From an optimization exercise on the open Yosys and OpenROAD flow, aimed at small area and few clock cycles; shortcuts taken in it are not production practice. In this exercise RTL edits were held to simulation tests only and were not proved equivalent to the original. No activity file was given, so power comes from the tool's default toggle rates.

<file path="flow/run.sh">
#!/bin/bash
# synth_recipe.tcl (not shown) runs the flow's synth.tcl, then flattens the netlist and writes it again
# the make line also repeats each setting of config.mk as NAME=value (left out here)
make -C /OpenROAD-flow-scripts/flow DESIGN_CONFIG=/design/flow/config.mk WORK_HOME=/design/flow/orfs CLKGATE_MAP_FILE= SYNTH_SCRIPT=/design/flow/synth_recipe.tcl finish
</file>
<file path="flow/config.mk">
export PLATFORM = sky130hd
export DESIGN_NAME = stepper_pulse_job_generator_unit
export DESIGN_NICKNAME = stepper_pulse_job_generator_unit
export VERILOG_FILES = /design/flow/design.v
export SDC_FILE = /design/flow/constraint.sdc
export NUM_CORES = 4
export LEC_CHECK = 0
export CAP_MARGIN = 20
export CORE_MARGIN = 2
export CORE_UTILIZATION = 40
export SLEW_MARGIN = 20
</file>
<file path="flow/constraint.sdc">
create_clock -name core_clock -period 8.0 [get_ports {aclk}]
set_input_delay 1.6000 -clock core_clock [delete_from_list [all_inputs] [get_ports {aclk}]]
set_output_delay 1.6000 -clock core_clock [all_outputs]
set_load 0.01 [all_outputs]
</file>
<file path="flow/design.v">
package spjg_pkg;
    localparam int CMD_W = 4;
    localparam logic [CMD_W-1:0] CMD_TICK    = 4'd0;
    localparam logic [CMD_W-1:0] CMD_START   = 4'd1;
    localparam logic [CMD_W-1:0] CMD_PAUSE   = 4'd2;
    localparam logic [CMD_W-1:0] CMD_RESUME  = 4'd3;
    localparam logic [CMD_W-1:0] CMD_CANCEL  = 4'd4;
    localparam logic [CMD_W-1:0] CMD_ENABLE  = 4'd5;
    localparam logic [CMD_W-1:0] CMD_DISABLE = 4'd6;
    localparam logic [CMD_W-1:0] CMD_SLEEP   = 4'd7;
    localparam logic [CMD_W-1:0] CMD_WAKE    = 4'd8;
    localparam int CFG_IDX_W = 8;
    localparam logic [CFG_IDX_W-1:0] REG_PULSE_COUNT    = 8'd0;
    localparam logic [CFG_IDX_W-1:0] REG_PULSE_INTERVAL = 8'd1;
    localparam logic [CFG_IDX_W-1:0] REG_PULSE_ON       = 8'd2;
    localparam logic [CFG_IDX_W-1:0] REG_MICROSTEP_DIV  = 8'd3;
    localparam logic [CFG_IDX_W-1:0] REG_DIRECTION      = 8'd4;
    localparam logic [CFG_IDX_W-1:0] REG_FAULT_CHECK    = 8'd5;
    localparam logic [CFG_IDX_W-1:0] REG_MIN_INTERVAL   = 8'd6;
    localparam logic [CFG_IDX_W-1:0] REG_MAX_INTERVAL   = 8'd7;
    localparam int CFG_DATA_W = 32;
    localparam int DEFAULT_INTERVAL_DEF = 1000;
    localparam int TIME_BITS_DEF        = 32;
    localparam logic [31:0] RST_PULSE_COUNT    = 32'd0;
    localparam logic [31:0] RST_PULSE_INTERVAL = 32'd1000;
    localparam logic [31:0] RST_PULSE_ON       = 32'd500;
    localparam logic [7:0]  RST_MICROSTEP_DIV  = 8'd1;
    localparam logic        RST_DIRECTION      = 1'b0;
    localparam logic [31:0] RST_FAULT_CHECK    = 32'd1000000;
    localparam logic [31:0] RST_MIN_INTERVAL   = 32'd100;
    localparam logic [31:0] RST_MAX_INTERVAL   = 32'd100000;
    localparam logic [2:0] USTEP_FULL = 3'd0;
    localparam logic [2:0] USTEP_2    = 3'd1;
    localparam logic [2:0] USTEP_4    = 3'd2;
    localparam logic [2:0] USTEP_8    = 3'd3;
    localparam logic [2:0] USTEP_16   = 3'd4;
    localparam logic [2:0] USTEP_32   = 3'd5;
    localparam int S_TDATA_W = 40;
    localparam int M_TDATA_W = 48;
    typedef struct packed {
        logic [31:0] pulse_count;
        logic [31:0] step_period;
        logic [31:0] pulse_on;
        logic [7:0]  microstep_div;
        logic        direction;
        logic [31:0] fault_check;
        logic [31:0] min_interval;
        logic [31:0] max_interval;
    } cfg_t;
    typedef struct packed {
        logic       enabled;
        logic       running;
        logic       paused;
        logic       fault;
        logic       sleep;
        logic       step;
        logic       dir;
        logic       enable_pin_n;
        logic       sleep_pin_n;
        logic [2:0] code;
    } flags_t;
    typedef struct packed {
        logic [7:0]  status_flags;
        logic        step_level;
        logic        dir_level;
        logic        enable_n;
        logic        sleep_n;
        logic [2:0]  microstep_code;
        logic [31:0] pulses_left;
    } result_t;
    function automatic logic [2:0] decode_microstep(input logic [7:0] div);
        case (div)
            8'd2:    decode_microstep = USTEP_2;
            8'd4:    decode_microstep = USTEP_4;
            8'd8:    decode_microstep = USTEP_8;
            8'd16:   decode_microstep = USTEP_16;
            8'd32:   decode_microstep = USTEP_32;
            default: decode_microstep = USTEP_FULL;
        endcase
    endfunction
endpackage
module spjg_core #(
    parameter int DEFAULT_INTERVAL = spjg_pkg::DEFAULT_INTERVAL_DEF,
    parameter int TIME_BITS        = spjg_pkg::TIME_BITS_DEF
) (
    input  logic                         aclk,
    input  logic                         aresetn,
    input  logic                         step_en,
    input  logic [spjg_pkg::CMD_W-1:0]   cmd,
    input  logic [31:0]                  now_us,
    input  logic                         fault_active,
    input  spjg_pkg::cfg_t               cfg,
    output spjg_pkg::result_t            result
);
    localparam int CW = (TIME_BITS > 32) ? TIME_BITS : 32;
    localparam logic [11:0] FLAGS_RST = 12'h010;
    spjg_pkg::flags_t     flags_reg, flags_next;
    logic [TIME_BITS-1:0] next_on_reg, next_on_next;
    logic [TIME_BITS-1:0] next_off_reg, next_off_next;
    logic [TIME_BITS-1:0] last_check_reg, last_check_next;
    logic [31:0]          remaining_reg, remaining_next;
    logic [31:0]          eff_interval_reg, eff_interval_next;
    logic [31:0]          eff_on_reg, eff_on_next;
    logic [CW-1:0]        now_x;
    logic [TIME_BITS-1:0] now_t;
    logic [TIME_BITS-1:0] diff_on, diff_off, elapsed;
    logic                 due_on, due_off, check_due;
    logic [CW-1:0]        sum_on, sum_off;
    logic                 job_active;
    logic [31:0]          start_interval, start_on;
    assign now_x   = CW'(now_us);
    assign now_t   = now_x[TIME_BITS-1:0];
    assign diff_on  = now_t - next_on_reg;
    assign diff_off = now_t - next_off_reg;
    assign elapsed  = now_t - last_check_reg;
    assign due_on    = ~diff_on[TIME_BITS-1];
    assign due_off   = ~diff_off[TIME_BITS-1];
    assign check_due = CW'(elapsed) >= CW'(cfg.fault_check);
    assign sum_on  = CW'(now_t) + CW'(eff_interval_reg);
    assign sum_off = CW'(now_t) + CW'(eff_on_reg);
    assign job_active = flags_reg.enabled & flags_reg.running & ~flags_reg.paused;
    assign start_interval = (cfg.step_period > cfg.min_interval &&
                             cfg.step_period < cfg.max_interval)
                            ? cfg.step_period : 32'(DEFAULT_INTERVAL);
    assign start_on = (cfg.pulse_on < start_interval) ? cfg.pulse_on
                                                      : {1'b0, start_interval[31:1]};
    always_comb begin
        flags_next        = flags_reg;
        next_on_next      = next_on_reg;
        next_off_next     = next_off_reg;
        last_check_next   = last_check_reg;
        remaining_next    = remaining_reg;
        eff_interval_next = eff_interval_reg;
        eff_on_next       = eff_on_reg;
        if (step_en) begin
            unique case (cmd)
                spjg_pkg::CMD_TICK: begin
                    if (job_active) begin
                        if (remaining_reg != 32'd0) begin
                            if (!flags_reg.step) begin
                                if (due_on) begin
                                    flags_next.step = 1'b1;
                                    next_off_next   = sum_off[TIME_BITS-1:0];
                                    next_on_next    = sum_on[TIME_BITS-1:0];
                                end
                            end else if (due_off) begin
                                flags_next.step = 1'b0;
                                remaining_next  = remaining_reg - 32'd1;
                            end
                        end else begin
                            flags_next.running = 1'b0;
                        end
                    end
                    if (check_due) begin
                        last_check_next = now_t;
                        if (fault_active) begin
                            flags_next.fault        = 1'b1;
                            flags_next.running      = 1'b0;
                            flags_next.enabled      = 1'b0;
                            flags_next.enable_pin_n = 1'b1;
                        end else begin
                            flags_next.fault = 1'b0;
                        end
                    end
                end
                spjg_pkg::CMD_START: begin
                    if (fault_active) begin
                        flags_next.fault        = 1'b1;
                        flags_next.running      = 1'b0;
                        flags_next.sleep        = 1'b1;
                        flags_next.sleep_pin_n  = 1'b0;
                        flags_next.enabled      = 1'b0;
                        flags_next.enable_pin_n = 1'b1;
                    end else begin
                        flags_next.fault        = 1'b0;
                        flags_next.running      = 1'b1;
                        flags_next.paused       = 1'b0;
                        flags_next.dir          = cfg.direction;
                        flags_next.code         = spjg_pkg::decode_microstep(cfg.microstep_div);
                        flags_next.step         = 1'b0;
                        flags_next.sleep_pin_n  = 1'b1;
                        flags_next.enable_pin_n = 1'b0;
                        next_on_next            = now_t;
                        eff_interval_next       = start_interval;
                        eff_on_next             = start_on;
                        remaining_next          = cfg.pulse_count;
                    end
                end
                spjg_pkg::CMD_PAUSE: begin
                    flags_next.paused = 1'b1;
                end
                spjg_pkg::CMD_RESUME: begin
                    flags_next.paused = 1'b0;
                    next_on_next      = now_t;
                end
                spjg_pkg::CMD_CANCEL: begin
                    flags_next.running = 1'b0;
                    flags_next.step    = 1'b0;
                    remaining_next     = 32'd0;
                end
                spjg_pkg::CMD_ENABLE: begin
                    flags_next.enabled      = 1'b1;
                    flags_next.enable_pin_n = 1'b0;
                end
                spjg_pkg::CMD_DISABLE: begin
                    flags_next.enabled      = 1'b0;
                    flags_next.enable_pin_n = 1'b1;
                end
                spjg_pkg::CMD_SLEEP: begin
                    flags_next.sleep       = 1'b1;
                    flags_next.sleep_pin_n = 1'b0;
                end
                spjg_pkg::CMD_WAKE: begin
                    flags_next.sleep       = 1'b0;
                    flags_next.sleep_pin_n = 1'b1;
                end
                default: begin
                end
            endcase
        end
    end
    always_ff @(posedge aclk) begin
        if (!aresetn) begin
            flags_reg              <= FLAGS_RST;
            next_on_reg            <= '0;
            next_off_reg           <= '0;
            last_check_reg         <= '0;
            remaining_reg          <= '0;
            eff_interval_reg       <= 32'(DEFAULT_INTERVAL);
            eff_on_reg             <= 32'(DEFAULT_INTERVAL / 2);
        end else begin
            flags_reg        <= flags_next;
            next_on_reg      <= next_on_next;
            next_off_reg     <= next_off_next;
            last_check_reg   <= last_check_next;
            remaining_reg    <= remaining_next;
            eff_interval_reg <= eff_interval_next;
            eff_on_reg       <= eff_on_next;
        end
    end
    assign result.status_flags   = {flags_next.sleep, flags_next.running, flags_next.enabled,
                                    2'b00, flags_next.paused, flags_next.fault, flags_next.dir};
    assign result.step_level     = flags_next.step;
    assign result.dir_level      = flags_next.dir;
    assign result.enable_n       = flags_next.enable_pin_n;
    assign result.sleep_n        = flags_next.sleep_pin_n;
    assign result.microstep_code = flags_next.code;
    assign result.pulses_left    = remaining_next;
endmodule
module stepper_pulse_job_generator_unit #(
    parameter int DEFAULT_INTERVAL = spjg_pkg::DEFAULT_INTERVAL_DEF,
    parameter int TIME_BITS        = spjg_pkg::TIME_BITS_DEF
) (
    input  logic                                aclk,
    input  logic                                aresetn,
    input  logic                                s_tvalid,
    output logic                                s_tready,
    input  logic [spjg_pkg::S_TDATA_W-1:0]      s_tdata,
    input  logic [spjg_pkg::CMD_W-1:0]          s_tuser,
    output logic                                m_tvalid,
    input  logic                                m_tready,
    output logic [spjg_pkg::M_TDATA_W-1:0]      m_tdata,
    input  logic                                cfg_valid,
    output logic                                cfg_ready,
    input  logic [spjg_pkg::CFG_IDX_W-1:0]      cfg_index,
    input  logic [spjg_pkg::CFG_DATA_W-1:0]     cfg_data
);
    spjg_pkg::cfg_t cfg_reg, cfg_next;
    logic                         in_valid_reg, in_valid_next;
    logic [spjg_pkg::CMD_W-1:0]   in_cmd_reg;
    logic [31:0]                  in_now_reg;
    logic                         in_fault_reg;
    logic                         out_valid_reg, out_valid_next;
    spjg_pkg::result_t            out_data_reg;
    spjg_pkg::result_t            core_result;
    logic s_fire;
    logic advance;
    assign cfg_ready = 1'b1;
    always_comb begin
        cfg_next = cfg_reg;
        if (cfg_valid) begin
            unique case (cfg_index)
                spjg_pkg::REG_PULSE_COUNT:    cfg_next.pulse_count    = cfg_data;
                spjg_pkg::REG_PULSE_INTERVAL: cfg_next.step_period    = cfg_data;
                spjg_pkg::REG_PULSE_ON:       cfg_next.pulse_on       = cfg_data;
                spjg_pkg::REG_MICROSTEP_DIV:  cfg_next.microstep_div  = cfg_data[7:0];
                spjg_pkg::REG_DIRECTION:      cfg_next.direction      = cfg_data[0];
                spjg_pkg::REG_FAULT_CHECK:    cfg_next.fault_check    = cfg_data;
                spjg_pkg::REG_MIN_INTERVAL:   cfg_next.min_interval   = cfg_data;
                spjg_pkg::REG_MAX_INTERVAL:   cfg_next.max_interval   = cfg_data;
                default: begin
                end
            endcase
        end
    end
    assign advance  = in_valid_reg & (~out_valid_reg | m_tready);
    assign s_tready = ~in_valid_reg | advance;
    assign s_fire   = s_tvalid & s_tready;
    assign in_valid_next  = s_fire | (in_valid_reg & ~advance);
    assign out_valid_next = advance | (out_valid_reg & ~m_tready);
    always_ff @(posedge aclk) begin
        if (!aresetn) begin
            cfg_reg.pulse_count    <= spjg_pkg::RST_PULSE_COUNT;
            cfg_reg.step_period    <= spjg_pkg::RST_PULSE_INTERVAL;
            cfg_reg.pulse_on       <= spjg_pkg::RST_PULSE_ON;
            cfg_reg.microstep_div  <= spjg_pkg::RST_MICROSTEP_DIV;
            cfg_reg.direction      <= spjg_pkg::RST_DIRECTION;
            cfg_reg.fault_check    <= spjg_pkg::RST_FAULT_CHECK;
            cfg_reg.min_interval   <= spjg_pkg::RST_MIN_INTERVAL;
            cfg_reg.max_interval   <= spjg_pkg::RST_MAX_INTERVAL;
            in_valid_reg           <= 1'b0;
            out_valid_reg          <= 1'b0;
        end else begin
            cfg_reg       <= cfg_next;
            in_valid_reg  <= in_valid_next;
            out_valid_reg <= out_valid_next;
        end
    end
    always_ff @(posedge aclk) begin
        if (s_fire) begin
            in_cmd_reg   <= s_tuser;
            in_now_reg   <= s_tdata[31:0];
            in_fault_reg <= s_tdata[32];
        end
        if (advance) begin
            out_data_reg <= core_result;
        end
    end
    spjg_core #(
        .DEFAULT_INTERVAL (DEFAULT_INTERVAL),
        .TIME_BITS        (TIME_BITS)
    ) u_core (
        .aclk         (aclk),
        .aresetn      (aresetn),
        .step_en      (advance),
        .cmd          (in_cmd_reg),
        .now_us       (in_now_reg),
        .fault_active (in_fault_reg),
        .cfg          (cfg_reg),
        .result       (core_result)
    );
    assign m_tvalid = out_valid_reg;
    assign m_tdata  = {1'b0, out_data_reg.pulses_left, out_data_reg.microstep_code,
                       out_data_reg.sleep_n, out_data_reg.enable_n, out_data_reg.dir_level,
                       out_data_reg.step_level, out_data_reg.status_flags};
endmodule
</file>
==> impl_metrics.env <==
export IMPL_cp_slowest_cell="a211oi_1"
export IMPL_ir_worst_vdd_mv=0.1684
export IMPL_relSlewSlack_pct=21.50
export IMPL_grt_pass1_wl_mm=133.3
export IMPL_postCtsSetupBuffers=0
export IMPL_numCtsBuffers=56
export IMPL_fmax_ghz=0.1568
export IMPL_drive_gt1_share_pct=5.610
export IMPL_seqPwrFrac_pct=43.4
export IMPL_synth_mux_area_share_pct=0.7905
export IMPL_routed_wl_mm=87.37
export IMPL_die_w_um=269.4
export IMPL_path_class="flip-flop to flip-flop"
export IMPL_ys_seq_area_share_pct=37.55
export IMPL_holdPathStages=2
export IMPL_critPathMostFrequentCell="a21oi_1"
export IMPL_cts_root_buf="clkbuf_16"
export IMPL_p_int_uw=4418
export IMPL_ff2ff_path_depth=20
export IMPL_p_leak_uw=0.01249
export IMPL_hold_path_class="flip-flop to flip-flop"
export IMPL_tns_ns=0
export IMPL_die_area_mm2=0.07257
export IMPL_status="timing/DRC/antenna clean"
export IMPL_cts_tree="yes"
export IMPL_drc=0
export IMPL_area_delta_synth_final_pct=14.80
export IMPL_vias_per_cell=5.472
export IMPL_crit_buf_inv=1
export IMPL_vias=24560
export IMPL_port_buffers=128
export IMPL_required_ns=8.52
export IMPL_clkPwrFrac_pct=47.7
export IMPL_crit_family="compound AO/OA/AOI/OAI gates"
export IMPL_synth_edff_count=81
export IMPL_ant_nets=0
export IMPL_largest_reg_flops=201
export IMPL_regToRegSetupSlack_ns=1.62
export IMPL_synth_distinct_cells=88
export IMPL_crit_arrival_ns=6.90
export IMPL_hold_violations=0
export IMPL_cts_htree_levels=2
export IMPL_grt_usage_pct=23.40
export IMPL_stdcell_count=4487
export IMPL_syn_area_per_cell_um2=8.166
export IMPL_grt_pass1_vias=22460
export IMPL_hold_path_startpoint="u_core.next_off_reg[11]"
export IMPL_placed_cells=4381
export IMPL_synth_top_family_by_area="compound AO/OA/AOI/OAI gates"
export IMPL_p_switching_uw=1480
export IMPL_wl_per_cell_um=19.47
export IMPL_crit_path_max_incr_delay_ns=0.69
export IMPL_yosys_warnings=2
export IMPL_antenna_found_initial=0
export IMPL_synth_seq_cells=488
export IMPL_synthCells=3450
export IMPL_start_util_pct=40.30
export IMPL_maxSlewViolCount=0
export IMPL_pwr_density_cell_mw_per_mm2=182.3
export IMPL_clock_path_buffers=3
export IMPL_clock_latency_ns=0.65
export IMPL_r2r_start="cfg_reg[141]"
export IMPL_end_kind="flip-flop"
export IMPL_grt_max_degree=200
export IMPL_synth_xor_area_share_pct=2.953
export IMPL_path_cells="ha_1 -> and3_1 -> a21oi_1 -> o21ai_0 -> o311ai_0 -> a21oi_1 -> nor3_2 -> buf_12 -> nand2_1 -> ha_1 -> a21o_1 -> a21o_1 -> a21oi_1 -> o221ai_1 -> a211oi_1 -> nand4b_1 -> nor4_1 -> or2_2 -> a21oi_1 -> a221oi_1"
export IMPL_cts_reportedPaths_clkPinSlew_ns=0.07
export IMPL_worst_path_max_fanout=76
export IMPL_final_setup_viol_count=0
export IMPL_worstMarginPinSlew_ns=1.168
export IMPL_synth_simple_area_share_pct=18.23
export IMPL_async_flop_share_pct=0
export IMPL_worstSetupStartpointType="flip-flop"
export IMPL_synth_flop_cell="dfxtp_1"
export IMPL_final_nets=3873
export IMPL_rows=97
export IMPL_dr_first_iter_drc_count=1902
export IMPL_gp_congestion=0.8901
export IMPL_rsz0062_at_grt="no"
export IMPL_yosys_area_share_adder_pct=12.69
export IMPL_hold_path_end="u_core.next_off_reg[11]"
export IMPL_cts_sinks=488
export IMPL_placeableCoreArea_mm2=0.06991
export IMPL_die_h_um=269.4
export IMPL_cts_hold_buf=0
export IMPL_layout_min_cycle_time_ns=6.376
export IMPL_synth_cell_area_mm2=0.02817
export IMPL_io_pins=140
export IMPL_firstDrtPassIters=6
export IMPL_finClkSkew_ns=0.03362
export IMPL_comb_power_share_pct=8.9
export IMPL_dp_hpwl_mm=60.63
export IMPL_period_share_pct=79.70
export IMPL_synth_compound_area_share_pct=22.02
export IMPL_diodes=0
export IMPL_grt_ovfl_total=0
export IMPL_p_sw_share_pct=25.09
export IMPL_cap_violations=0
export IMPL_ctsResizeCount=0
export IMPL_worst_r2r_endpoint="u_core.eff_on_reg[1]"
-- power by group through the flow --
stage | logic (uW) | clock network, uW | registers, uW
2_1_floorplan | 316 | 0 | 2600
4_1_cts | 523 | 2870 | 2560
6_report | 525 | 2810 | 2560
3_5_place_dp | 520 | 0 | 2610
3_3_place_gp | 517 | 0 | 2610
5_1_grt | 578 | 2970 | 2560
-- metal layers --
metal	up-vias	GRT usage, %	part of all wire (%)
li1	12270	-	-
met1	11480	30.91	44
met2	659	38.31	46
met3	148	4.319	6.6
met4	0	8.099	3.3
met5	-	0	0
-- synthesized netlist by cell type, types with 17 or more instances --
| master | n | area [um^2] |
|---|---|---|
| nand2_1 | 556 | 2087 |
| a21oi_1 | 461 | 2307 |
| dfxtp_1 | 407 | 8148 |
| ha_1 | 281 | 3516 |
| inv_1 | 225 | 844.6 |
| nor2_1 | 203 | 762.0 |
| o21ai_0 | 179 | 895.9 |
| clkbuf_1 | 144 | 540.5 |
| a21o_1 | 105 | 788.3 |
| nand3_1 | 96 | 480.5 |
| edfxtp_1 | 81 | 2432 |
| xnor2_1 | 57 | 499.2 |
| nor3_1 | 46 | 230.2 |
| nand4_1 | 45 | 281.5 |
| xor2_1 | 38 | 332.8 |
| a211oi_1 | 36 | 270.3 |
| o211ai_1 | 34 | 255.2 |
| o21a_1 | 34 | 255.2 |
| and2_1 | 33 | 206.5 |
| nand2b_1 | 32 | 200.2 |
| nor4_1 | 24 | 150.1 |
| mux2i_1 | 20 | 200.2 |
| a31oi_1 | 17 | 106.4 |
| or3_1 | 17 | 106.4 |
-- worst max-delay path by stage --
stage / slack [ns] / to / from / cells after the start
after global routing: 1.28 / u_core.eff_on_reg[1] / cfg_reg[141] / 20
after detailed placement: 1.79 / u_core.eff_on_reg[1] / cfg_reg[141] / 20
after global placement: 1.76 / u_core.eff_on_reg[1] / cfg_reg[141] / 20
after CTS: 1.70 / u_core.eff_on_reg[1] / cfg_reg[141] / 20
final: 1.62 / u_core.eff_on_reg[1] / cfg_reg[141] / 20
after floorplan: 2.95 / u_core.eff_on_reg[29] / cfg_reg[17] / 25
-- tightest hold or removal path: stages, from the launching register on --
cell     delay [ns]
dfxtp_1        0.31
nand2_1        0.05
a21oi_1        0.05
-- layout by cell type, fill, tap and decap left out, types with 31 or more instances in the layout --
cell type	instances
ha_1	281
nor2_1	200
clkbuf_16	56
xor2_1	38
nor3_1	41
nand2_1	554
edfxtp_1	81
xnor2_1	57
buf_4	37
o211ai_1	34
nand3_1	96
dfxtp_1	407
and2_1	31
nand4_1	45
inv_1	224
o21a_1	34
a21o_1	105
clkdlybuf4s50_1	127
a21oi_1	461
nand2b_1	31
a211oi_1	36
o21ai_0	179
-- per-stage QoR --
step	hold WS [ns]	cell area (um^2)	total power [uW]	setup WS [ns]	util, %
final	0.4526	32340	5897	1.624	46.26
after global routing	0.4675	32340	6108	1.278	46.26
after CTS	0.4549	32330	5954	1.704	46.25
after detailed placement	0.4465	30300	3134	1.787	43.34
after global placement	0.4427	30300	3131	1.761	43.34
after floorplan	0.4319	28180	2915	2.949	-
-- area by class of cell --
type / count / area [um^2]
multi-input combinational: 2559 / 16060
clock inverter: 38 / 539.3
sequential: 488 / 10580
tap: 940 / 1176
fill: 6938 / 37560
timing repair buffer: 169 / 1640
inverter: 226 / 855.8
clock buffer: 67 / 1493
-- cell families after synthesis --
| logic type | Yosys count |
|---|---|
| AND/OR/NAND/NOR | 1136 |
| XOR/XNOR | 95 |
| other | 2 |
| flip-flops | 488 |
| multiplexers | 22 |
| buffers and inverters | 405 |
| adder cells (fa/ha/maj) | 284 |
| AO/OA/AOI/OAI | 1018 |
Testbench counts, summed over its fixed seeds: cycles 19,458.

separate check: timing with driven ports:
The flow's constraints put no driver on any port. The routed layout listed below was extracted and timed again, unchanged, in two steps.
Step 1 assumes that a clkbuf_16 drives the clock port and a buf_2 every other input.
Step 2 adds t to the input delays and takes it off the output delays; t is the mean of the earliest and latest rising clock arrival at the registers after step 1. Input paths then give back, and output paths get back, about the clock's delay inside the block.
Three values: ideal, step 1, step 2; two values: the first two.
t (ns): 0.696
setup slack, ns: 1.624 / 1.624 / 1.624
latest minus earliest clock arrival (ns): 0.035 / 0.035
After both steps this run still meets setup and hold. For this run, drivers alone change the setup slack by 0.000 ns; drivers and shift together by 0.000 ns.
